Source: an optimization exercise on an open RTL-to-GDS flow (aim: small area). Production flows keep margins and buffers that such runs may drop. RTL that was checked went through simulation tests only; none was proved equivalent to the original. Function not checked in runs 1 and 2: the RTL went through the layout flow alone. The clock port is modelled as an ideal driver; clocking choices that lean on that would not hold on a real chip.

## flow/design.v (module list and top-level ports; edited modules follow where they fit)
// module fma_fa: 10 lines
// module fma_ha: 9 lines
// module fma_lzc: 13 lines
// module fma_tzc: 13 lines
// module fma_add56: 30 lines
// module fma_inc55: 23 lines
// module fma_inc52: 23 lines
// module fma_mul_lo: 3603 lines
// module fma_mul_hi: 5246 lines
// module fma_booth_hi: 54 lines
// module fma_align_ctl: 19 lines
// module fma_align: 45 lines
// module fma_add_norm: 19 lines
// module fma_round: 28 lines
// module fma_top: 163 lines
module fma_top (
    input  logic        clk,
    input  logic        rst,
    input  logic        in_valid,
    input  logic [63:0] a,
    input  logic [63:0] b,
    input  logic [63:0] c,
    output logic        c_req,
    output logic [63:0] result,
    output logic        out_valid,
    output logic        error
);
  // ...
==> flow/flow/run.sh <==
#!/bin/bash
# Standard layout, with the port buffers made from the smallest buffer cell
# instead of the default choice. Everything else is the standard flow.
set -e
cp standard.sh standard_sh.log
export BUFFER_PORTS_ARGS="-buffer_cell sky130_fd_sc_hd__buf_1"
bash standard.sh > standard.log 2>&1
==> flow/standard.sh <==
#!/bin/bash
# synth_recipe.tcl (not shown) runs the flow's synth.tcl, then flattens the netlist and writes it again
# the make line also repeats each setting of config.mk as NAME=value (left out here)
make -C /OpenROAD-flow-scripts/flow DESIGN_CONFIG=/design/flow/config.mk WORK_HOME=/design/flow/orfs CLKGATE_MAP_FILE= SYNTH_SCRIPT=/design/flow/synth_recipe.tcl "${@:-finish}"
==> flow/config.mk <==
export PLATFORM = sky130hd
export DESIGN_NAME = fma_top
export DESIGN_NICKNAME = fma_top
export VERILOG_FILES = /design/flow/design.v
export SDC_FILE = /design/flow/constraint.sdc
export NUM_CORES = 4
export LEC_CHECK = 0
export CAP_MARGIN = 20
export CORE_MARGIN = 2
export CORE_UTILIZATION = 40
export SETUP_SLACK_MARGIN = 0.2
export SLEW_MARGIN = 20
export SYNTH_HIERARCHICAL = 1
export SYNTH_MINIMUM_KEEP_SIZE = 0
==> flow/constraint.sdc <==
create_clock -name core_clock -period 7.5 [get_ports {clk}]
set_input_delay 1.5000 -clock core_clock [delete_from_list [all_inputs] [get_ports {clk}]]
set_output_delay 1.5000 -clock core_clock [all_outputs]
set_load 0.01 [all_outputs]
==> run_results.csv, run 1 <==
group,metric,value,unit
outcome,status,"finished clean",
final_layout,num-nonclk-buffers,1188,
placed_design,dpl-instance-area,101000,sq um
worst_setup_path,cp-startpoint,"one_q[13]$_DFF_P_",
final_layout,largestRegisters,"result: 64 flops, s1_q: 56 flops",
final_layout,multi_input_comb_cells,7518,
final_layout,final_cell_mix,"1527 x xnor2_1, 1277 x a22oi_1, 1271 x fa_1, 692 x buf_4, 435 x ha_1",
sta,slew_headroom,34.0,%
final_layout,largest_register_ffs,64,
placed_design,io_buffers,261,
final_layout,inverters,312,
worst_setup_path,required,8.05,ns
sta,worst_slew_pin_slew,0.987,ns
worst_setup_path,r2r_cells,24,
worst_setup_path,critical_path_buf_inv_count,5,
final_layout,layout.nonclk_buf_share,10.3,%
sta,final-hold-violation-count,0,
sta,tns,0,ns
clocking,cts_hold_buf,0,
worst_setup_path,worstSetupEndpoint,"pm_q[53]$_DFF_P_",
worst_setup_path,slowest_stage,"fa_2",
clocking,cts_setup_buffers,0,
worst_setup_path,cp-start-kind,"flop",
global_route,grt_pass1_wl,522000,microns
worst_setup_path,cpMostUsedCell,"fa_1",
detailed_routing,met2_length,162000,microns
final_layout,regMostFlops,"result",
floorplan,ioPinCount,262,
clocking,numCtsBuffers,59,
final_layout,fin_util,46.2,%
final_layout,nClkBuffers,70,
sta,rsz0062_at_grt,"yes",
sta,finalWorstSetupSlack,0.327,ns
clocking,path_clk_slew,0.07,ns
==> module fma_align, before the edit <==
module fma_align (
    input  logic [fma_pkg::PM_W-1:0]     pm,
    input  logic                         ps,
    input  logic [fma_pkg::FRAC_W-1:0]   cf,
    input  logic                         sc,
    input  logic                         pe_lt,
    input  logic [5:0]                   d,
    input  logic                         big,
    output logic [fma_pkg::ALIGN_W-1:0]  s1,
    output logic                         sx
);
    logic [fma_pkg::PM_W-1:0]  cm;
    logic [fma_pkg::PM_W-1:0]  x;
    logic [fma_pkg::PM_W-1:0]  y;
    logic                      sy;
    logic [fma_pkg::PM_W-1:0]  sh [7];
    logic [5:0]                tz;
    logic                      st;
    logic                      sub;
    logic [fma_pkg::ALIGN_W-1:0] b_op;
    logic                      cin;
    assign cm = {2'b01, cf};
    assign x  = pe_lt ? cm : pm;
    assign y  = pe_lt ? pm : cm;
    assign sx = pe_lt ? sc : ps;
    assign sy = pe_lt ? ps : sc;
    assign sh[0] = y;
    for (genvar k = 0; k < 6; k++) begin : g_sh
        assign sh[k+1] = d[k] ? (sh[k] >> (1 << k)) : sh[k];
    end
    fma_tzc i_tzc (
        .y     (y),
        .count (tz)
    );
    assign st = big | (tz < d);
    assign sub  = sx ^ sy;
    assign b_op = {2'b00, (big ? '0 : sh[6])} ^ {fma_pkg::ALIGN_W{sub}};
    assign cin  = sub ^ (st & sy);
    fma_add56 i_add (
        .x  ({2'b00, x}),
        .y  (b_op),
        .ci (cin),
        .s  (s1)
    );
endmodule
==> inputs of run 2 (changes only) <==
--- a/flow/design.v
+++ b/flow/design.v
@@ -43,15 +43,2 @@
 endmodule
-module fma_tzc (
-    input  logic [fma_pkg::PM_W-1:0] y,
-    output logic [5:0]               count
-);
-    always_comb begin
-        count = 6'(fma_pkg::PM_W);
-        for (int i = fma_pkg::PM_W - 1; i >= 0; i--) begin
-            if (y[i]) begin
-                count = 6'(i);
-            end
-        end
-    end
-endmodule
 module fma_add56 (
@@ -9073,4 +9060,3 @@
     logic [fma_pkg::PM_W-1:0]  sh [7];
-    logic [5:0]                tz;
-    logic                      st;
+    logic [6:0]                st;
     logic                      sub;
@@ -9084,13 +9070,10 @@
     assign sh[0] = y;
+    assign st[0] = 1'b0;
     for (genvar k = 0; k < 6; k++) begin : g_sh
         assign sh[k+1] = d[k] ? (sh[k] >> (1 << k)) : sh[k];
+        assign st[k+1] = st[k] | (d[k] & (|sh[k][(1 << k)-1:0]));
     end
-    fma_tzc i_tzc (
-        .y     (y),
-        .count (tz)
-    );
-    assign st = big | (tz < d);
     assign sub  = sx ^ sy;
     assign b_op = {2'b00, (big ? '0 : sh[6])} ^ {fma_pkg::ALIGN_W{sub}};
-    assign cin  = sub ^ (st & sy);
+    assign cin  = sub ^ ((big | st[6]) & sy);
     fma_add56 i_add (
==> flow/run.sh (new file) <==
#!/bin/bash
# synth_recipe.tcl (not shown) runs the flow's synth.tcl, then flattens the netlist and writes it again
# the make line also repeats each setting of config.mk as NAME=value (left out here)
make -C /OpenROAD-flow-scripts/flow DESIGN_CONFIG=/design/flow/config.mk WORK_HOME=/design/flow/orfs CLKGATE_MAP_FILE= SYNTH_SCRIPT=/design/flow/synth_recipe.tcl finish
removed: flow/flow/run.sh
removed: flow/standard.sh
==> run 2 against run 1 <==
  * Worst hold slack better by 0.016 ns
  * Clock skew is 0.073 ns lower
  * Worst setup slack got worse by 0.0098 ns
  * Sequential share of layout area is 0.23 points lower
  * Synthesized area shrank 1.8%
  * Count of clock-buffer cells in the layout stayed put
  * Critical path depth is 2 lower
==> run_results.csv, run 2 <==
group,metric,value,unit
outcome,status,"finished clean",
final_layout,final_cell_mix,"1493 x xnor2_1, 1266 x a22oi_1, 1261 x fa_1, 845 x buf_4, 433 x dfxtp_1",
worst_setup_path,critPathCaptureType,"flop",
clocking,cts_tree,"yes",
detailed_routing,drtIter0Drc,9424,
sta,final-hold-violation-count,0,
detailed_routing,vias,79300,
placed_design,dp_hpwl,280000,microns
sta,worst_slew_pin_slew,1.07,ns
detailed_routing,wirelength,370000,microns
global_route,antenna_found_initial,14,
synthesis,netlist_instances,9102,
clocking,htree_num_levels,2,
sta,fin_crit,7.18,ns
floorplan,die_w,478,microns
worst_setup_path,cp-start-kind,"flop",
final_layout,largest_register_ffs,64,
worst_setup_path,cpMostUsedCell,"fa_1",
floorplan,fp.dieH,478,microns
clocking,path_clk_slew,0.07,ns
synthesis,yosys_warnings,17,
run,drv_cap,0,
placed_design,gp_congestion,1.02,
synthesis,avgSynthCellArea,9.89,sq um
floorplan,rows,174,
clocking,clockBufferDepth,3,
final_layout,layout.nets,11600,
worst_setup_path,cp_data_arrival_time,7.78,ns
sta,worst_clock_skew,0.0405,ns
detailed_routing,drc,0,
global_route,grt_pass1_wl,539000,microns
global_route,grt_overflow,0,
final_layout,mostFrequentLayoutCell,"xnor2_1",
sta,finalWorstSetupSlack,0.317,ns
worst_setup_path,critPathMaxStageDelay,0.59,ns
final_layout,area_delta_synth_final,19.1,%
global_route,grt_pass1_vias,80200,
placed_design,place_worst_setup_slack,-1.10,ns
synthesis,synth_area,90000,sq um
global_route,grt_max_degree,85,
worst_setup_path,slowest_stage,"fa_1",
hold_path,hp-class,"flop to flop",
sta,max_freq,139,MHz
sta,drv_slew,0,
worst_setup_path,cp_cell_sequence,"buf_12, buf_6, a22oi_1, xnor2_1, fa_1, fa_1, fa_1, fa_1, fa_1, fa_1, ha_1, a21o_1, a21o_1, a21oi_1, nor2_1, o211ai_1, nand3_4, a221oi_4, buf_4, o21bai_2, a2111oi_2, nand4b_1",
floorplan,start_util,40.1,%
sta,setup_violations,0,
clocking,numCtsBuffers,59,
floorplan,core_area,224000,sq um
worst_setup_path,cp_top_family,"adder cells",
detailed_routing,avgRoutedWirePerCell,29.1,microns
global_route,grt_use_total,31.1,%
clocking,clk_latency,0.73,ns
clocking,cts_root_buf,"clkbuf_16",
detailed_routing,viasPerCell,6.24,
final_layout,largestRegisters,"result: 64 flops, s1_q: 56 flops",
sta,rsz0062_at_grt,"yes",
final_layout,fin_area,107000,sq um
clocking,cts_sinks,505,
final_layout,fin_util,47.8,%
final_layout,layout-drive-gt1-share,18.2,%
placed_design,dpl-instance-area,103000,sq um
worst_setup_path,critical_path_buf_inv_count,3,
placed_design,io_buffers,261,
floorplan,die-area,229000,sq um
final_layout,regMostFlops,"result",
floorplan,ioPinCount,262,
sta,slew_headroom,28.3,%
worst_setup_path,crit_fanout,27,
sta,post-route-period-util,95.8,%
worst_setup_path,required,8.10,ns
worst_setup_path,critPathKind,"flop to flop",
detailed_routing,dr.pass1.iters,12,
detailed_routing,ant_nets,0,
run 2: changes by cell type in the layout (fill, tap and decap cells not counted), sizes merged, moves of 12 or more:
| cell | change |
|---|---|
| inv | -12 |
| mux2i | +27 |
| nand2 | -24 |
| mux2 | -59 |
| buf | -55 |
| clkbuf | -16 |
| mux4 | -43 |
| xor2 | +34 |
| xnor2 | -26 |
| clkdlybuf4s50 | +247 |
| o21ai | -19 |
run 2: through the flow:
step / hold WS [ns] / std cells / TNS, ns
3_5_place_dp: 0.312 / 12500 / -42.00
5_1_grt: 0.330 / 12700 / 0
4_1_cts: 0.316 / 12600 / 0
3_3_place_gp: 0.313 / 12500 / -38.64
2_1_floorplan: 0.310 / 9103 / 0
6_report: 0.320 / 12700 / 0
run 2: per-layer routing:
layer  part of all wire (%)  global-route usage [%]  up-vias
met1                     39                    40.7    39900
met5                 0.0092                   0.273        -
met4                    6.5                    15.9        6
met2                     44                    48.0     5086
met3                     11                    7.09     1165
li1                       -                       -    33100
run 2: repair_timing:
| item | 4_1_cts | 5_1_grt |
|---|---|---|
| endpoints found under the setup margin | 69 | 79 |
| cloned | 1 | 12 |
| pin swaps | 39 | 133 |
| setup buffers | 16 | 73 |
| gates resized for setup | 69 | 196 |
| hold buffers | 0 | 0 |
run 2: final timing paths:
path | slack (ns) | to | startpoint | depth (start not counted)
worst max-delay path | 0.32 | pm_q[45]$_DFF_P_ | two_q[15]$_DFF_P_ | 22
worst max register to register | 0.32 | pm_q[45]$_DFF_P_ | two_q[15]$_DFF_P_ | 22
worst min-delay path | 0.32 | ex4_q[5]$_DFF_P_ | ex3_q[5]$_DFF_P_ | 0
worst min register to register | 0.32 | ex4_q[5]$_DFF_P_ | ex3_q[5]$_DFF_P_ | 0
min in group asynchronous | 0.99 | out_valid$_DFF_PP0_ | rst | 2
max in group asynchronous | 6.32 | error$_DFF_PP0_ | rst | 2
run 2: area by class of cell:
type                    count  area [sq um]
diodes                     12          30.0
clock buffers              70          1580
clock inverters            41           522
fillers                 20600        117000
inverters                 303          1140
multi-input cells        7404         75900
flip-flops and latches    505         10300
well taps                2992          3740
repair buffers           1373         14000
==> module fma_add56, before the edit <==
module fma_add56 (
    input  logic [55:0] x,
    input  logic [55:0] y,
    input  logic         ci,
    output logic [55:0] s
);
    localparam int W = 56;
    localparam int L = $clog2(W);
    logic [W-1:0] g [L+1];
    logic [W-1:0] p [L+1];
    logic [W-1:0] hp;
    assign hp      = x ^ y;
    assign g[0][0] = (x[0] & y[0]) | (hp[0] & ci);
    assign p[0][0] = 1'b0;
    assign g[0][W-1:1] = x[W-1:1] & y[W-1:1];
    assign p[0][W-1:1] = hp[W-1:1];
    for (genvar l = 0; l < L; l++) begin : g_lvl
        for (genvar i = 0; i < W; i++) begin : g_bit
            if (((i >> l) & 1) == 1) begin : g_node
                localparam int J = ((i >> l) << l) - 1;
                assign g[l+1][i] = g[l][i] | (p[l][i] & g[l][J]);
                assign p[l+1][i] = p[l][i] & p[l][J];
            end else begin : g_pass
                assign g[l+1][i] = g[l][i];
                assign p[l+1][i] = p[l][i];
            end
        end
    end
    assign s = hp ^ {g[L][W-2:0], ci};
endmodule
==> module fma_inc55, before the edit <==
module fma_inc55 (
    input  logic [54:0] x,
    input  logic         ci,
    output logic [54:0] s,
    output logic         co
);
    localparam int W = 55;
    localparam int L = $clog2(W);
    logic [W-1:0] p [L+1];
    assign p[0] = x;
    for (genvar l = 0; l < L; l++) begin : g_lvl
        for (genvar i = 0; i < W; i++) begin : g_bit
            if (((i >> l) & 1) == 1) begin : g_node
                localparam int J = ((i >> l) << l) - 1;
                assign p[l+1][i] = p[l][i] & p[l][J];
            end else begin : g_pass
                assign p[l+1][i] = p[l][i];
            end
        end
    end
    assign s  = x ^ ({p[L][W-2:0], 1'b1} & {W{ci}});
    assign co = ci & p[L][W-1];
endmodule
==> module fma_inc52, before the edit <==
module fma_inc52 (
    input  logic [51:0] x,
    input  logic         ci,
    output logic [51:0] s,
    output logic         co
);
    localparam int W = 52;
    localparam int L = $clog2(W);
    logic [W-1:0] p [L+1];
    assign p[0] = x;
    for (genvar l = 0; l < L; l++) begin : g_lvl
        for (genvar i = 0; i < W; i++) begin : g_bit
            if (((i >> l) & 1) == 1) begin : g_node
                localparam int J = ((i >> l) << l) - 1;
                assign p[l+1][i] = p[l][i] & p[l][J];
            end else begin : g_pass
                assign p[l+1][i] = p[l][i];
            end
        end
    end
    assign s  = x ^ ({p[L][W-2:0], 1'b1} & {W{ci}});
    assign co = ci & p[L][W-1];
endmodule
==> inputs of run 3 (changes only) <==
--- a/flow/design.v
+++ b/flow/design.v
@@ -50,3 +50,3 @@
     localparam int W = 56;
-    localparam int L = $clog2(W);
+    localparam int L = 6;
     logic [W-1:0] g [L+1];
@@ -80,3 +80,3 @@
     localparam int W = 55;
-    localparam int L = $clog2(W);
+    localparam int L = 6;
     logic [W-1:0] p [L+1];
@@ -103,3 +103,3 @@
     localparam int W = 52;
-    localparam int L = $clog2(W);
+    localparam int L = 6;
     logic [W-1:0] p [L+1];
==> flow/flow/run.sh (new file) <==
#!/bin/bash
# The standard layout, with two changes: the port buffers are made from
# the smallest buffer cell, and after global routing gates on paths with
# positive slack are sized down (ORFS RECOVER_POWER).
set -e
cp standard.sh standard_sh.log
export BUFFER_PORTS_ARGS="-buffer_cell sky130_fd_sc_hd__buf_1"
export RECOVER_POWER=100
bash standard.sh > standard.log 2>&1
==> flow/standard.sh (new file) <==
#!/bin/bash
# synth_recipe.tcl (not shown) runs the flow's synth.tcl, then flattens the netlist and writes it again
# the make line also repeats each setting of config.mk as NAME=value (left out here)
make -C /OpenROAD-flow-scripts/flow DESIGN_CONFIG=/design/flow/config.mk WORK_HOME=/design/flow/orfs CLKGATE_MAP_FILE= SYNTH_SCRIPT=/design/flow/synth_recipe.tcl "${@:-finish}"
removed: flow/run.sh
==> run 3 against run 2 <==
  * The layout now fails its checks (max-capacitance violations, max-slew violations)
  * Register-to-register slack worse by 0.11 ns
  * Synthesized cell count unchanged
  * Design area decreased by 4.6%
  * Largest cell class unchanged
==> run_results.csv, run 3 <==
group,metric,value,unit
worst_setup_path,required,8.04,ns
worst_setup_path,cp_data_arrival_time,7.84,ns
final_layout,largest_register_ffs,64,
worst_setup_path,cpMostUsedCell,"fa_1",
worst_setup_path,cp_top_family,"adder cells",
sta,fin_crit,7.30,ns
final_layout,fin_area,102000,sq um
final_layout,regMostFlops,"result",
clocking,cts_tree,"yes",
global_route,grt_pass1_vias,80000,
worst_setup_path,critical_path_buf_inv_count,4,
sta,worst_clock_skew,0.0583,ns
sta,slew_headroom,-26.9,%
global_route,antenna_found_initial,11,
global_route,grt_overflow,0,
detailed_routing,route.top_layer_used,"met5",
final_layout,mostFrequentLayoutCell,"xnor2_1",
clocking,cts_hold_buf,0,
floorplan,start_util,40.1,%
worst_setup_path,slowest_stage,"fa_1",
detailed_routing,drtIter0Drc,8955,
outcome,status,"failed layout checks",
final_layout,layout.nets,11300,
outcome,so_faults,"max-capacitance violations, max-slew violations",
clocking,numCtsBuffers,58,
synthesis,yosys_warnings,17,
floorplan,die_w,478,microns
hold_path,hp-class,"flop to flop",
final_layout,fin_util,45.6,%
placed_design,dpl-instance-area,100000,sq um
final_layout,multi_input_area,75000,sq um
placed_design,place_worst_setup_slack,-0.494,ns
placed_design,gp_congestion,1.03,
detailed_routing,ant_nets,0,
global_route,grt_pass1_wl,522000,microns
sta,setup_violations,0,
floorplan,rows,174,
synthesis,avgSynthCellArea,9.89,sq um
clocking,cts_root_buf,"clkbuf_16",
worst_setup_path,cp_cell_sequence,"buf_4, a22oi_1, xnor2_1, ha_1, fa_1, fa_1, fa_1, fa_1, fa_1, ha_1, nand3_1, nor4_1, buf_4, o2111ai_1, a31oi_1, buf_4, nor2_1, o2111ai_2, a21boi_0, buf_4, nor3_2, nor3_1, xnor2_2",
sta,finalWorstSetupSlack,0.204,ns
final_layout,layout-drive-gt1-share,14.2,%
detailed_routing,wirelength,352000,microns
detailed_routing,met2_length,157000,microns
detailed_routing,wl_met1,133000,microns
final_layout,nFillCells,21300,
detailed_routing,avgRoutedWirePerCell,28.2,microns
sta,rsz0062_at_grt,"yes",
final_layout,largestRegisters,"result: 64 flops, s1_q: 56 flops",
worst_setup_path,crit_fanout,9,
placed_design,io_buffers,261,
detailed_routing,vias,77500,
worst_setup_path,r2r_slack,0.20,ns
sta,post-route-period-util,97.3,%
synthesis,synth_area,90000,sq um
floorplan,core_area,224000,sq um
clocking,cts_sinks,505,
clocking,clk_latency,0.73,ns
worst_setup_path,critPathMaxStageDelay,0.62,ns
clocking,clockBufferDepth,3,
floorplan,fp.dieH,478,microns
floorplan,ioPinCount,262,
worst_setup_path,cp-start-kind,"flop",
sta,worst_slew_pin_slew,1.90,ns
clocking,htree_num_levels,2,
sta,final-hold-violation-count,0,
placed_design,dp_hpwl,272000,microns
worst_setup_path,critPathKind,"flop to flop",
sta,drv_slew,67,
synthesis,netlist_instances,9102,
global_route,grt_max_degree,58,
final_layout,final_cell_mix,"1509 x xnor2_1, 1292 x a22oi_1, 1274 x fa_1, 606 x buf_4, 443 x dfxtp_1",
worst_setup_path,critPathCaptureType,"flop",
detailed_routing,dr.pass1.iters,8,
sta,max_freq,137,MHz
detailed_routing,drc,0,
clocking,path_clk_slew,0.08,ns
run,drv_cap,2,
detailed_routing,met3RoutedLength,36400,microns
detailed_routing,viasPerCell,6.22,
global_route,grt_use_total,29.9,%
floorplan,die-area,229000,sq um
final_layout,regArea,10300,sq um
final_layout,area_delta_synth_final,13.6,%
-- run 3: final cells by class --
cell class              instances  share of cell area (%)
clock inverters                32                   0.398
repair buffers               1143                    9.80
well taps                    2992                    3.66
inverters                     303                    1.11
multi-input cells            7404                    73.3
clock buffers                  74                    1.61
diodes                         16                  0.0391
flip-flops and latches        505                    10.1
-- run 3: per-layer routing --
metal	GRT usage (%)	up-vias
li1	-	32700
met5	0	-
met4	18.1	10
met3	6.25	1197
met2	47.0	4938
met1	37.8	38700
-- run 3: path summary, 6_finish.rpt --
| path | start | endpoint | cells past startpoint |
|---|---|---|---|
| max in group asynchronous | rst | v1_q$_DFF_PP0_ | 2 |
| worst min-delay path | ps1_q$_DFF_P_ | ps2_q$_DFF_P_ | 0 |
| worst max-delay path | two_q[11]$_DFF_P_ | pm_q[33]$_DFF_P_ | 23 |
| worst min register to register | ps1_q$_DFF_P_ | ps2_q$_DFF_P_ | 0 |
| worst max register to register | two_q[11]$_DFF_P_ | pm_q[33]$_DFF_P_ | 23 |
| min in group asynchronous | rst | v4_q$_DFF_PP0_ | 2 |
-- run 3: per-stage QoR --
| step | instances | hold slack [ns] | TNS [ns] |
|---|---|---|---|
| after global placement | 12300 | 0.313 | -9.64 |
| after detailed placement | 12300 | 0.312 | -12.73 |
| after floorplan | 9103 | 0.310 | 0 |
| after global routing | 12500 | 0.333 | 0 |
| after CTS | 12400 | 0.324 | 0 |
| final | 12500 | 0.321 | 0 |
-- run 3: timing repair --
item                                    in CTS  in global routing
pin swaps                                    1                 28
setup buffers                                6                 25
gates resized for setup                     12                 85
endpoints found under the setup margin      17                 64
-- run 3: worst register-to-register path: stages (launching register included) --
cell and delay (ns):
dfxtp_4 0.45, buf_4 0.25, a22oi_1 0.11, xnor2_1 0.14
ha_1 0.34, fa_1 0.54, fa_1 0.45, fa_1 0.53
fa_1 0.62, fa_1 0.48, ha_1 0.33, nand3_1 0.15
nor4_1 0.32, buf_4 0.18, o2111ai_1 0.30, a31oi_1 0.30
buf_4 0.24, nor2_1 0.09, o2111ai_2 0.32, a21boi_0 0.14
buf_4 0.18, nor3_2 0.21, nor3_1 0.11, xnor2_2 0.36
==> inputs of run 4 (changes only) <==
==> flow/flow/run.sh (replaced) <==
#!/bin/bash
# The standard layout, with two changes: the port buffers are made from
# the smallest buffer cell, and the buffers abc put in the synthesized
# netlist are removed at floorplan (ORFS REMOVE_ABC_BUFFERS), as timing-driven
# global placement would otherwise do.
set -e
cp standard.sh standard_sh.log
export BUFFER_PORTS_ARGS="-buffer_cell sky130_fd_sc_hd__buf_1"
export REMOVE_ABC_BUFFERS=1
bash standard.sh > standard.log 2>&1
--- a/flow/config.mk
+++ b/flow/config.mk
@@ -10,2 +10,3 @@
 export CORE_UTILIZATION = 40
+export GPL_TIMING_DRIVEN = 0
 export SETUP_SLACK_MARGIN = 0.2
==> run 4 against run 3 <==
  * The run now finishes clean
  * Count of clock-buffer cells in the layout is 1 higher
  * Worst hold slack improved by 0.00092 ns
  * Largest cell class unchanged
  * Wire length rose by 6.4%
==> run_results.csv, run 4 <==
group,metric,value,unit
synthesis,netlist_instances,9102,
final_layout,fin_util,45.8,%
floorplan,start_util,40.1,%
floorplan,rows,174,
clocking,htree_num_levels,2,
worst_setup_path,crit_fanout,22,
detailed_routing,wirelength,374000,microns
final_layout,layout.nets,10900,
worst_setup_path,slowest_stage,"fa_1",
worst_setup_path,required,8.06,ns
floorplan,fp.dieH,478,microns
clocking,cts_hold_buf,0,
global_route,use_met2,48.2,%
clocking,cts_tree,"yes",
clocking,cts_root_buf,"clkbuf_16",
clocking,numCtsBuffers,57,
sta,drv_slew,0,
sta,finalWorstSetupSlack,0.264,ns
final_layout,layout-drive-gt1-share,13.3,%
placed_design,place_worst_setup_slack,-1.77,ns
placed_design,gp_congestion,0.935,
final_layout,largest_register_ffs,64,
floorplan,die-area,229000,sq um
final_layout,regMostFlops,"result",
detailed_routing,dr.pass1.iters,9,
run,drv_cap,0,
global_route,grt_max_degree,65,
worst_setup_path,critPathKind,"flop to flop",
clocking,clockBufferDepth,3,
hold_path,min_to,"ex4_q[3]$_DFF_P_",
worst_setup_path,cp_data_arrival_time,7.79,ns
worst_setup_path,critPathMaxStageDelay,0.61,ns
clocking,clk_latency,0.71,ns
worst_setup_path,r2r_start,"one_q[13]$_DFF_P_",
sta,fin_crit,7.24,ns
final_layout,nFillCells,20500,
worst_setup_path,r2r_slack,0.26,ns
worst_setup_path,cp_cell_sequence,"buf_12, bufbuf_16, a22oi_1, xnor2_1, fa_1, fa_1, fa_1, fa_1, fa_1, ha_1, nand3_1, nor4_4, o2111ai_4, a31oi_4, buf_4, o211ai_2, nand3_4, a221oi_4, buf_4, o41ai_4, o22ai_1, xnor2_1",
placed_design,io_buffers,261,
hold_path,hp-class,"flop to flop",
sta,setup_violations,0,
placed_design,dp_hpwl,244000,microns
worst_setup_path,cp_top_family,"adder cells",
worst_setup_path,r2r_cells,22,
clocking,path_clk_slew,0.07,ns
global_route,grt_pass1_wl,543000,microns
synthesis,synth_area,90000,sq um
floorplan,die_w,478,microns
final_layout,mostFrequentLayoutCell,"xnor2_1",
floorplan,core_area,224000,sq um
floorplan,ioPinCount,262,
sta,max_freq,138,MHz
worst_setup_path,critical_path_buf_inv_count,4,
detailed_routing,drc,0,
sta,worst_clock_skew,0.0559,ns
global_route,grt_use_met3,10.8,%
detailed_routing,viasPerCell,6.61,
synthesis,avgSynthCellArea,9.89,sq um
global_route,grt_overflow,0,
placed_design,dpl-instance-area,96000,sq um
worst_setup_path,critPathCaptureType,"flop",
hold_path,worst_hold_startpoint,"ex3_q[3]$_DFF_P_",
global_route,grt_pass1_vias,83300,
detailed_routing,avgRoutedWirePerCell,31.1,microns
worst_setup_path,cp-start-kind,"flop",
sta,post-route-period-util,96.5,%
global_route,top_usage_layer,"met2",
worst_setup_path,cpMostUsedCell,"fa_1",
final_layout,largestRegisters,"result: 64 flops, s1_q: 56 flops",
sta,whs,0.322,ns
worst_setup_path,r2r_end,"pm_q[52]$_DFF_P_",
sta,worst_slew_pin_slew,1.32,ns
final_layout,final_cell_mix,"1500 x xnor2_1, 1280 x a22oi_1, 1271 x fa_1, 412 x ha_1, 391 x nand2_1",
global_route,grt_use_total,31.4,%
global_route,antenna_found_initial,14,
synthesis,yosys_warnings,17,
clocking,cts_sinks,505,
detailed_routing,drtIter0Drc,10500,
hold_path,whs_path_depth,0,
detailed_routing,vias,79500,
final_layout,area_delta_synth_final,14.2,%
global_route,grt_util_met1,37.6,%
detailed_routing,ant_nets,0,
outcome,status,"finished clean",
final_layout,fin_area,103000,sq um
sta,rsz0062_at_grt,"yes",
sta,final-hold-violation-count,0,
sta,slew_headroom,9.51,%
## run 4: layout make-up
cell class / instances / area, sq um / area share [%]
Timing Repair inverter: 5 / 43.8 / 0.0426
Inverter: 303 / 1240 / 1.21
Timing Repair Buffer: 705 / 9040 / 8.80
Sequential cell: 505 / 10500 / 10.2
Antenna cell: 9 / 22.5 / 0.0219
Clock buffer: 75 / 1620 / 1.57
Tap cell: 2992 / 3740 / 3.64
Multi-Input combinational cell: 7406 / 76100 / 74.0
Clock inverter: 31 / 472 / 0.459
## run 4: worst max path at each step
stage / start / to / slack, ns / depth (start not counted)
2_1_floorplan: d_q[0]$_DFF_P_ / s1_q[23]$_DFF_P_ / -1.27 / 22
3_5_place_dp: b[9] / plo_q[43]$_DFF_P_ / -1.77 / 22
5_1_grt: one_q[14]$_DFF_P_ / pm_q[50]$_DFF_P_ / 0.12 / 22
4_1_cts: two_q[11]$_DFF_P_ / pm_q[45]$_DFF_P_ / 0.20 / 20
6_report: one_q[13]$_DFF_P_ / pm_q[52]$_DFF_P_ / 0.26 / 22
3_3_place_gp: b[1] / plo_q[42]$_DFF_P_ / -8.27 / 20
## run 4: stage by stage
step	TNS, ns	instances
6_report	0	12000
5_1_grt	0	12000
4_1_cts	0	11900
3_5_place_dp	-85.41	11600
3_3_place_gp	-793.03	11500
2_1_floorplan	-101.64	8212
## run 4: layer usage
metal,up-vias,wire length [microns],part of all wire (%)
li1,31800,-,-
met1,39400,131000,35
met2,6400,161000,43
met3,1922,50700,14
met4,10,30900,8.2
met5,-,86,0.023
## run 4: what timing repair did
item,CTS,global route
gates resized for setup,140,130
setup buffers,91,151
setup endpoints to repair,103,93
gates cloned,22,11
pin swaps,29,110
## run 4: worst reg2reg max path: cells and delay by family (launching register included)
kind / cells / cell delay [ns]
and+or+nand+nor: 3 / 0.86
adders and majority gates: 6 / 2.88
buffers and inverters: 4 / 0.96
xor gates and xnor gates: 2 / 0.40
AOI/OAI and AO/OA: 7 / 1.65
DFF: 1 / 0.38
==> inputs of run 5 (changes only) <==
--- a/flow/design.v
+++ b/flow/design.v
@@ -43,2 +43,15 @@
 endmodule
+module fma_tzc (
+    input  logic [fma_pkg::PM_W-1:0] y,
+    output logic [5:0]               count
+);
+    always_comb begin
+        count = 6'(fma_pkg::PM_W);
+        for (int i = fma_pkg::PM_W - 1; i >= 0; i--) begin
+            if (y[i]) begin
+                count = 6'(i);
+            end
+        end
+    end
+endmodule
 module fma_add56 (
@@ -9060,3 +9073,4 @@
     logic [fma_pkg::PM_W-1:0]  sh [7];
-    logic [6:0]                st;
+    logic [5:0]                tz;
+    logic                      st;
     logic                      sub;
@@ -9070,10 +9084,13 @@
     assign sh[0] = y;
-    assign st[0] = 1'b0;
     for (genvar k = 0; k < 6; k++) begin : g_sh
         assign sh[k+1] = d[k] ? (sh[k] >> (1 << k)) : sh[k];
-        assign st[k+1] = st[k] | (d[k] & (|sh[k][(1 << k)-1:0]));
     end
+    fma_tzc i_tzc (
+        .y     (y),
+        .count (tz)
+    );
+    assign st = big | (tz < d);
     assign sub  = sx ^ sy;
     assign b_op = {2'b00, (big ? '0 : sh[6])} ^ {fma_pkg::ALIGN_W{sub}};
-    assign cin  = sub ^ ((big | st[6]) & sy);
+    assign cin  = sub ^ (st & sy);
     fma_add56 i_add (
==> flow/flow/run.sh (replaced) <==
#!/bin/bash
set -e
here=$(pwd)
cp standard.sh standard_sh.log
export REMOVE_ABC_BUFFERS=1
export BUFFER_PORTS_ARGS="-buffer_cell sky130_fd_sc_hd__buf_1"
export CTS_ARGS="-sink_clustering_enable -repair_clock_nets -dont_use_dummy_load"
export POST_CTS_TCL="$here/flow/post_cts.tcl"
bash standard.sh > standard.log 2>&1
==> flow/flow/post_cts.tcl (new file) <==
# Runs at the end of the CTS step: size down gates on paths with positive
# slack. The global route step that follows repairs slew, capacitance and
# timing again with its own margins.
log_cmd estimate_parasitics -placement
log_cmd repair_timing -recover_power 100 -verbose
set result [catch { detailed_placement } msg]
if { $result != 0 } {
  error "Detailed placement failed after power recovery: $msg"
}
check_placement -verbose
==> run 5 against run 4 <==
  * Sequential share of layout area barely moved
  * Global-route usage fell by 0.77 points
  * Maximum frequency fell by 1.5%
  * Count of clock-buffer cells in the layout fell by 14
  * Wire length fell by 0.79%
  * Non-clock buffer count fell by 44
  * Critical path depth rose by 2
  * Worst setup slack got worse by 0.11 ns
==> run_results.csv, run 5 <==
group,metric,value,unit
outcome,status,"finished clean",
detailed_routing,ant_nets,0,
synthesis,netlist_instances,9239,
sta,slew_headroom,29.5,%
floorplan,die_w,483,microns
worst_setup_path,slowest_stage,"fa_1",
sta,fin_crit,7.35,ns
global_route,grt_pass1_wl,539000,microns
detailed_routing,drtIter0Drc,10500,
synthesis,avgSynthCellArea,9.93,sq um
sta,drv_slew,0,
floorplan,ioPinCount,262,
detailed_routing,drc,0,
placed_design,place_worst_setup_slack,-2.25,ns
clocking,path_clk_slew,0.06,ns
worst_setup_path,r2r_end,"pm_q[52]$_DFF_P_",
global_route,antenna_found_initial,33,
worst_setup_path,cp_data_arrival_time,7.90,ns
worst_setup_path,r2r_slack,0.26,ns
sta,finalWorstSetupSlack,0.153,ns
detailed_routing,viasPerCell,6.65,
synthesis,synth_area,91700,sq um
floorplan,rows,175,
sta,max_freq,136,MHz
run,drv_cap,0,
clocking,clk_latency,0.72,ns
final_layout,regMostFlops,"result",
global_route,grt_use_total,30.6,%
final_layout,largestRegisters,"result: 64 flops, s1_q: 56 flops",
floorplan,start_util,40.3,%
placed_design,dpl-instance-area,97300,sq um
sta,whs,0.323,ns
detailed_routing,vias,80400,
worst_setup_path,cp_cell_sequence,"buf_2, nand2b_1, o21ai_4, buf_4, buf_4, a22oi_1, xnor2_1, ha_1, fa_1, fa_1, fa_1, fa_1, ha_2, a21o_1, a221oi_4, o31ai_4, a21oi_2, nor2b_2, nor3_4, buf_12, a21o_1, a21oi_1, or2_1, o211ai_1",
global_route,grt_max_degree,60,
sta,tns,0,ns
placed_design,dp_hpwl,248000,microns
worst_setup_path,crit_fanout,9,
final_layout,mostFrequentLayoutCell,"xnor2_1",
sta,setup_violations,0,
final_layout,fin_util,45.1,%
hold_path,whs_path_depth,0,
detailed_routing,wirelength,371000,microns
global_route,grt_overflow,0,
clocking,cts_tree,"yes",
worst_setup_path,critPathCaptureType,"flop",
worst_setup_path,critPathKind,"input pin to flop",
hold_path,hp-class,"flop to flop",
sta,final-hold-violation-count,0,
worst_setup_path,r2r_start,"one_q[11]$_DFF_P_",
sta,rsz0062_at_grt,"yes",
final_layout,layout.nets,11000,
placed_design,io_buffers,261,
final_layout,layout-drive-gt1-share,13.0,%
hold_path,min_to,"ex4_q[8]$_DFF_P_",
worst_setup_path,cp-start-kind,"input pin",
detailed_routing,dr.pass1.iters,14,
worst_setup_path,cpMostUsedCell,"fa_1",
clocking,cts_sinks,505,
hold_path,worst_hold_startpoint,"ex3_q[8]$_DFF_P_",
floorplan,die-area,233000,sq um
worst_setup_path,required,8.06,ns
final_layout,area_delta_synth_final,12.0,%
synthesis,yosys_warnings,18,
sta,worst_clock_skew,0.0677,ns
detailed_routing,avgRoutedWirePerCell,30.7,microns
final_layout,nFillCells,21200,
global_route,grt_pass1_vias,83500,
worst_setup_path,r2r_cells,22,
worst_setup_path,critPathMaxStageDelay,0.53,ns
sta,post-route-period-util,98.0,%
final_layout,fin_area,103000,sq um
floorplan,core_area,228000,sq um
floorplan,fp.dieH,483,microns
final_layout,largest_register_ffs,64,
final_layout,final_cell_mix,"1527 x xnor2_1, 1287 x a22oi_1, 1262 x fa_1, 417 x nand2_1, 411 x ha_1",
sta,worst_slew_pin_slew,1.05,ns
placed_design,gp_congestion,0.940,
[run 5: worst max-delay path by stage]
stage | endpoint | depth (start not counted) | startpoint | slack (ns)
detailed placement | plo_q[51]$_DFF_P_ | 22 | b[5] | -2.25
floorplan | s1_q[55]$_DFF_P_ | 15 | pe_lt_q$_DFF_P_ | -1.97
finish | plo_q[33]$_DFF_P_ | 24 | b[15] | 0.15
global route | plo_q[52]$_DFF_P_ | 22 | b[5] | 0.06
global placement | plo_q[51]$_DFF_P_ | 20 | b[1] | -8.52
[run 5: critical path: cells and delay by family]
kind | cells | cell delay [ns]
adders and majority gates | 6 | 2.63
buffers and inverters | 4 | 0.87
xor gates and xnor gates | 1 | 0.17
AOI/OAI and AO/OA | 9 | 2.01
and+or+nand+nor | 4 | 0.71
[run 5: metrics by stage]
stage	std cells
after detailed placement	11800
final	12100
after global routing	12100
after global placement	11600
after floorplan	8335
[run 5: routing by layer]
layer | up-vias | global-route usage [%] | share of wire [%]
met5 | - | 0.776 | 0.15
met2 | 6198 | 46.4 | 43
met3 | 1814 | 10.5 | 14
li1 | 32200 | - | -
met1 | 40100 | 37.2 | 36
met4 | 38 | 19.2 | 7.8
[run 5: cell type report]
class                      count  area, sq um  share of cell area [%]
antenna                       17         42.5                  0.0414
clock buffer                  61         1530                    1.49
inverter                     312         1280                    1.25
multi-input combinational   7519        77400                    75.4
sequential                   505        10500                    10.2
tap                         3009         3760                    3.67
timing repair buffer         661         8080                    7.86
timing repair inverter         4         30.0                  0.0292
==> inputs of run 6 (changes only) <==
--- a/flow/config.mk
+++ b/flow/config.mk
@@ -7,3 +7,3 @@
 export LEC_CHECK = 0
-export CAP_MARGIN = 20
+export CAP_MARGIN = 5
 export CORE_MARGIN = 2
@@ -12,3 +12,3 @@
 export SETUP_SLACK_MARGIN = 0.2
-export SLEW_MARGIN = 20
+export SLEW_MARGIN = 5
 export SYNTH_HIERARCHICAL = 1
==> run 6 against run 5 <==
  * Synthesized cell count is the same
  * First-iteration DRC count grew 6.0%
  * Non-clock buffer count grew 14
  * Global-route usage grew 0.25 points
  * Sequential share of layout area is essentially flat
  * Worst setup slack lost 0.014 ns
  * Via count grew 0.79%
  * Worst hold slack is essentially flat
  * Register-to-register slack lost 0.12 ns
  * Clock skew grew 0.0070 ns
==> run_results.csv, run 6 <==
group,metric,value,unit
outcome,status,"finished clean",
sta,final-hold-violation-count,0,
sta,drv_slew,0,
sta,max_freq,136,MHz
clocking,cts_tree,"yes",
global_route,grt_pass1_wl,542000,microns
clocking,clk_latency,0.72,ns
worst_setup_path,critPathMaxStageDelay,0.63,ns
worst_setup_path,cp_cell_sequence,"buf_12, a22oi_1, xnor2_1, ha_1, fa_1, fa_1, fa_1, fa_1, fa_1, ha_1, nand3_1, nor4_4, o2111ai_4, a31oi_4, buf_12, nor2_4, o2111ai_4, and3b_1, nor2_1, o21ba_2, xnor2_1",
clocking,path_clk_slew,0.06,ns
floorplan,start_util,40.3,%
global_route,grt_overflow,0,
final_layout,fin_util,45.1,%
detailed_routing,viasPerCell,6.69,
worst_setup_path,cp_data_arrival_time,7.86,ns
hold_path,worst_hold_startpoint,"ex2_q[5]$_DFF_P_",
worst_setup_path,r2r_cells,21,
worst_setup_path,critPathCaptureType,"flop",
global_route,grt_pass1_vias,83500,
placed_design,gp_congestion,0.940,
detailed_routing,drc,0,
worst_setup_path,critical_path_buf_inv_count,2,
final_layout,largest_register_ffs,64,
sta,worst_clock_skew,0.0747,ns
floorplan,die_w,483,microns
final_layout,area_delta_synth_final,12.1,%
worst_setup_path,required,8.00,ns
synthesis,yosys_warnings,18,
floorplan,ioPinCount,262,
worst_setup_path,cpMostUsedCell,"fa_1",
hold_path,hp-class,"flop to flop",
detailed_routing,ant_nets,0,
detailed_routing,vias,81000,
sta,setup_violations,0,
final_layout,layout-drive-gt1-share,13.4,%
sta,fin_crit,7.36,ns
global_route,antenna_found_initial,33,
clocking,cts_sinks,505,
placed_design,io_buffers,261,
detailed_routing,wirelength,381000,microns
placed_design,dp_hpwl,238000,microns
detailed_routing,avgRoutedWirePerCell,31.4,microns
detailed_routing,dr.pass1.iters,9,
floorplan,fp.dieH,483,microns
sta,worst_slew_pin_slew,1.13,ns
worst_setup_path,slowest_stage,"fa_1",
sta,whs,0.323,ns
final_layout,regMostFlops,"result",
sta,slew_headroom,24.6,%
floorplan,die-area,233000,sq um
placed_design,place_worst_setup_slack,-2.23,ns
sta,post-route-period-util,98.1,%
worst_setup_path,r2r_start,"fa_q[23]$_DFF_P_",
floorplan,rows,175,
global_route,grt_max_degree,62,
worst_setup_path,critical_path_depth,21,
sta,rsz0062_at_grt,"yes",
hold_path,whs_path_depth,0,
synthesis,avgSynthCellArea,9.93,sq um
final_layout,layout.nets,11000,
sta,finalWorstSetupSlack,0.140,ns
hold_path,min_to,"ex3_q[5]$_DFF_P_",
floorplan,core_area,228000,sq um
worst_setup_path,cp-start-kind,"flop",
sta,tns,0,ns
run,drv_cap,0,
final_layout,mostFrequentLayoutCell,"xnor2_1",
worst_setup_path,cp_top_family,"adder cells",
worst_setup_path,r2r_slack,0.14,ns
worst_setup_path,critPathKind,"flop to flop",
final_layout,final_cell_mix,"1525 x xnor2_1, 1285 x a22oi_1, 1249 x fa_1, 415 x nand2_1, 407 x ha_1",
final_layout,largestRegisters,"result: 64 flops, s1_q: 56 flops",
detailed_routing,drtIter0Drc,11100,
synthesis,synth_area,91700,sq um
final_layout,nFillCells,21100,
synthesis,netlist_instances,9239,
worst_setup_path,crit_fanout,26,
worst_setup_path,r2r_end,"pm_q[31]$_DFF_P_",
global_route,grt_use_total,30.8,%
run 6: cell types whose count changed in the layout (fill, tap and decap cells not counted), moves of 6 or more:
| cell | before | now |
|---|---|---|
| buf_12 | 107 | 128 |
| clkdlybuf4s15_2 | 0 | 6 |
| buf_2 | 51 | 42 |
| fa_2 | 15 | 28 |
| buf_16 | 110 | 81 |
| buf_4 | 143 | 159 |
| clkbuf_16 | 75 | 87 |
| dfxtp_4 | 94 | 82 |
| fa_1 | 1262 | 1249 |
| ha_4 | 31 | 37 |
| dfxtp_2 | 15 | 28 |
| diode_2 | 17 | 23 |
run 6: final cells by class:
class,instances,area (sq um),area share [%]
Timing Repair inverter,3,26.3,0.0256
Tap cell,3009,3760,3.66
Clock buffer,61,1530,1.48
Multi-Input combinational cell,7519,77600,75.5
Timing Repair Buffer,675,8090,7.87
Inverter,312,1280,1.25
Antenna cell,23,57.6,0.0560
Sequential cell,505,10500,10.2
run 6: routing by layer:
layer	vias to the layer above	global-route usage, %	wire length [microns]
li1	32300	-	-
met1	40300	37.3	134000
met2	6509	46.4	161000
met3	1942	11.1	54600
met4	30	19.7	30900
met5	-	0.388	304
run 6: metrics by stage:
step	cell area [sq um]	cells
3_3_place_gp	92600	11600
5_1_grt	103000	12100
3_5_place_dp	96200	11700
2_1_floorplan	87800	8335
6_report	103000	12100
run 6: how the worst max path moves through the flow:
stage	startpoint	slack (ns)	end
5_1_grt	b[2]	0.08	plo_q[52]$_DFF_P_
3_5_place_dp	b[5]	-2.23	plo_q[51]$_DFF_P_
2_1_floorplan	pe_lt_q$_DFF_P_	-1.97	s1_q[55]$_DFF_P_
3_3_place_gp	b[1]	-8.52	plo_q[51]$_DFF_P_
6_report	fa_q[23]$_DFF_P_	0.14	pm_q[31]$_DFF_P_
==> inputs of run 7 (changes only) <==
--- a/flow/flow/run.sh
+++ b/flow/flow/run.sh
@@ -1,2 +1,8 @@
 #!/bin/bash
+# The standard layout (standard.sh) with three changes:
+#  - the port buffers are made from the smallest buffer cell;
+#  - clock tree synthesis adds no dummy loads;
+#  - after clock tree synthesis, gates on paths with positive slack are
+#    sized down (post_cts.tcl); global routing then repairs slew,
+#    capacitance and timing as usual.
 set -e
@@ -4,3 +10,2 @@
 cp standard.sh standard_sh.log
-export REMOVE_ABC_BUFFERS=1
 export BUFFER_PORTS_ARGS="-buffer_cell sky130_fd_sc_hd__buf_1"
--- a/flow/config.mk
+++ b/flow/config.mk
@@ -7,8 +7,7 @@
 export LEC_CHECK = 0
-export CAP_MARGIN = 5
+export CAP_MARGIN = 20
 export CORE_MARGIN = 2
 export CORE_UTILIZATION = 40
-export GPL_TIMING_DRIVEN = 0
 export SETUP_SLACK_MARGIN = 0.2
-export SLEW_MARGIN = 5
+export SLEW_MARGIN = 20
 export SYNTH_HIERARCHICAL = 1
==> run 7 against run 6 <==
  * Global-route usage down 1.3 points
  * Critical endpoint is now plo_q[46]$_DFF_P_
  * Via count down 2.3%
  * Maximum frequency up 2.3%
  * Utilization up 0.84 points
==> run_results.csv, run 7 <==
group,metric,value,unit
outcome,status,"finished clean",
sta,final-hold-violation-count,0,
worst_setup_path,r2r_cells,22,
floorplan,die-area,233000,sq um
final_layout,layout.nets,11500,
detailed_routing,dr.pass1.iters,9,
sta,post-route-period-util,95.9,%
placed_design,gp_congestion,1.01,
worst_setup_path,r2r_slack,0.35,ns
hold_path,min_to,"bad4_q$_DFF_P_",
hold_path,hp-class,"flop to flop",
detailed_routing,ant_nets,0,
sta,finalWorstSetupSlack,0.304,ns
detailed_routing,wirelength,366000,microns
clocking,cts_sinks,505,
synthesis,synth_area,91700,sq um
clocking,path_clk_slew,0.06,ns
placed_design,place_worst_setup_slack,-0.505,ns
sta,setup_violations,0,
final_layout,final_cell_mix,"1524 x xnor2_1, 1263 x fa_1, 1263 x a22oi_1, 641 x buf_4, 433 x ha_1",
worst_setup_path,cp_data_arrival_time,7.82,ns
global_route,antenna_found_initial,18,
worst_setup_path,critPathKind,"input pin to flop",
global_route,grt_overflow,0,
final_layout,regMostFlops,"result",
synthesis,avgSynthCellArea,9.93,sq um
final_layout,largestRegisters,"result: 64 flops, s1_q: 56 flops",
floorplan,rows,175,
final_layout,nFillCells,21500,
sta,max_freq,139,MHz
final_layout,largest_register_ffs,64,
sta,slew_headroom,26.8,%
sta,fin_crit,7.20,ns
synthesis,yosys_warnings,18,
worst_setup_path,crit_fanout,19,
worst_setup_path,critPathCaptureType,"flop",
worst_setup_path,r2r_end,"pm_q[50]$_DFF_P_",
clocking,clk_latency,0.74,ns
sta,rsz0062_at_grt,"yes",
global_route,grt_max_degree,65,
final_layout,layout-drive-gt1-share,16.2,%
final_layout,fin_util,46.0,%
hold_path,worst_hold_startpoint,"bad3_q$_DFF_P_",
floorplan,die_w,483,microns
worst_setup_path,r2r_start,"fa_q[28]$_DFF_P_",
worst_setup_path,cp-start-kind,"input pin",
sta,worst_clock_skew,0.144,ns
detailed_routing,drtIter0Drc,9383,
placed_design,dp_hpwl,271000,microns
floorplan,ioPinCount,262,
floorplan,core_area,228000,sq um
detailed_routing,viasPerCell,6.27,
global_route,grt_pass1_wl,522000,microns
global_route,grt_use_total,29.6,%
detailed_routing,drc,0,
final_layout,mostFrequentLayoutCell,"xnor2_1",
sta,drv_slew,0,
worst_setup_path,required,8.12,ns
detailed_routing,avgRoutedWirePerCell,29.0,microns
sta,worst_slew_pin_slew,1.10,ns
hold_path,whs_path_depth,0,
final_layout,area_delta_synth_final,14.2,%
placed_design,io_buffers,261,
clocking,cts_tree,"yes",
detailed_routing,vias,79100,
floorplan,fp.dieH,483,microns
run,drv_cap,0,
synthesis,netlist_instances,9239,
global_route,grt_pass1_vias,80500,
floorplan,start_util,40.3,%
==> run 7: changes by cell type in the layout (fill, tap and decap cells not counted), moves of 26 or more <==
cell	previous run	this run
buf_2	42	1
buf_4	159	641
clkbuf_1	11	45
buf_1	184	244
buf_12	128	186
dfxtp_4	82	53
ha_4	37	3
ha_1	407	433
dfxtp_1	389	425
buf_16	81	2
==> run 7: routing by layer <==
layer  track usage [%]  share of wire [%]  up-vias
met5                 0              0.024        -
li1                  -                  -    33300
met3              6.70                 11     1187
met2              47.1                 44     5188
met4              14.1                7.0       12
met1              37.9                 38    39400
==> run 7: worst max path at each step <==
stage                   endpoint  slack, ns  cells past startpoint        startpoint
6_report       plo_q[46]$_DFF_P_       0.30                     21              b[9]
5_1_grt         pm_q[53]$_DFF_P_       0.15                     23  fa_q[28]$_DFF_P_
3_5_place_dp    plo_q[6]$_DFF_P_      -0.51                     24             b[10]
3_3_place_gp    plo_q[6]$_DFF_P_      -0.47                     24             b[10]
2_1_floorplan  plo_q[51]$_DFF_P_       0.20                     21              b[5]
==> run 7: through the flow <==
stage | TNS, ns | std cells | instance area [sq um] | hold slack (ns)
global route | 0 | 12600 | 105000 | 0.292
finish | 0 | 12600 | 105000 | 0.275
detailed placement | -16.08 | 12500 | 101000 | 0.312
floorplan | 0 | 9240 | 91700 | 0.310
global placement | -13.47 | 12500 | 101000 | 0.316
==> run 7: final cells by class <==
type / count / area [sq um] / area share, %
Tap cell: 3009 / 3760 / 3.60
Timing Repair Buffer: 1210 / 11100 / 10.6
Sequential cell: 505 / 10400 / 9.90
Inverter: 312 / 1170 / 1.12
Clock buffer: 59 / 1480 / 1.41
Multi-Input combinational cell: 7518 / 76800 / 73.4
Antenna cell: 7 / 17.5 / 0.0167
==> run 7: worst max-delay path, stage by stage <==
cell	delay, ns
clkbuf_2	0.15
ha_2	0.41
buf_4	0.27
a22oi_1	0.15
xnor2_1	0.37
fa_1	0.51
fa_1	0.55
fa_1	0.45
fa_1	0.52
fa_1	0.43
ha_1	0.33
a21o_1	0.19
a21o_1	0.22
a2111oi_4	0.35
o31ai_1	0.16
a21oi_1	0.16
and3_1	0.29
nand2_1	0.15
a211o_1	0.31
a21oi_1	0.20
xnor2_1	0.14

-- what the ideal ports hide --
In the flow no input, the clock included, has a driving cell. The finished layouts below were timed again as built, in two steps. Step 1 assumes that a clkbuf_16 drives the clock port and a buf_2 every other input. Step 2 moves the port delays by t, midway between the first and last clock arrival at a register: inputs arrive t later, outputs are due t later. That takes back most of the time a late clock gives input paths. Three values: ideal, step 1, step 2; two values: the first two.
| run | t (ns) | setup slack, ns | clock arrival spread, ns |
|---|---|---|---|
| run 1 | 0.802 | 0.327 / 0.327 / -0.406 | 0.135 / 0.136 |
| run 2 | 0.801 | 0.317 / 0.317 / -0.409 | 0.041 / 0.041 |
| run 3 | 0.796 | 0.204 / 0.204 / -0.482 | 0.058 / 0.058 |
| run 4 | 0.766 | 0.264 / 0.251 / -0.515 | 0.056 / 0.056 |
| run 5 | 0.776 | 0.153 / 0.215 / -0.561 | 0.068 / 0.068 |
| run 6 | 0.768 | 0.140 / 0.140 / -0.611 | 0.080 / 0.081 |
| run 7 | 0.765 | 0.304 / 0.353 / -0.396 | 0.157 / 0.158 |
For run 4, which loses most, drivers alone change the setup slack by -0.013 ns; drivers and shift together by -0.779 ns.
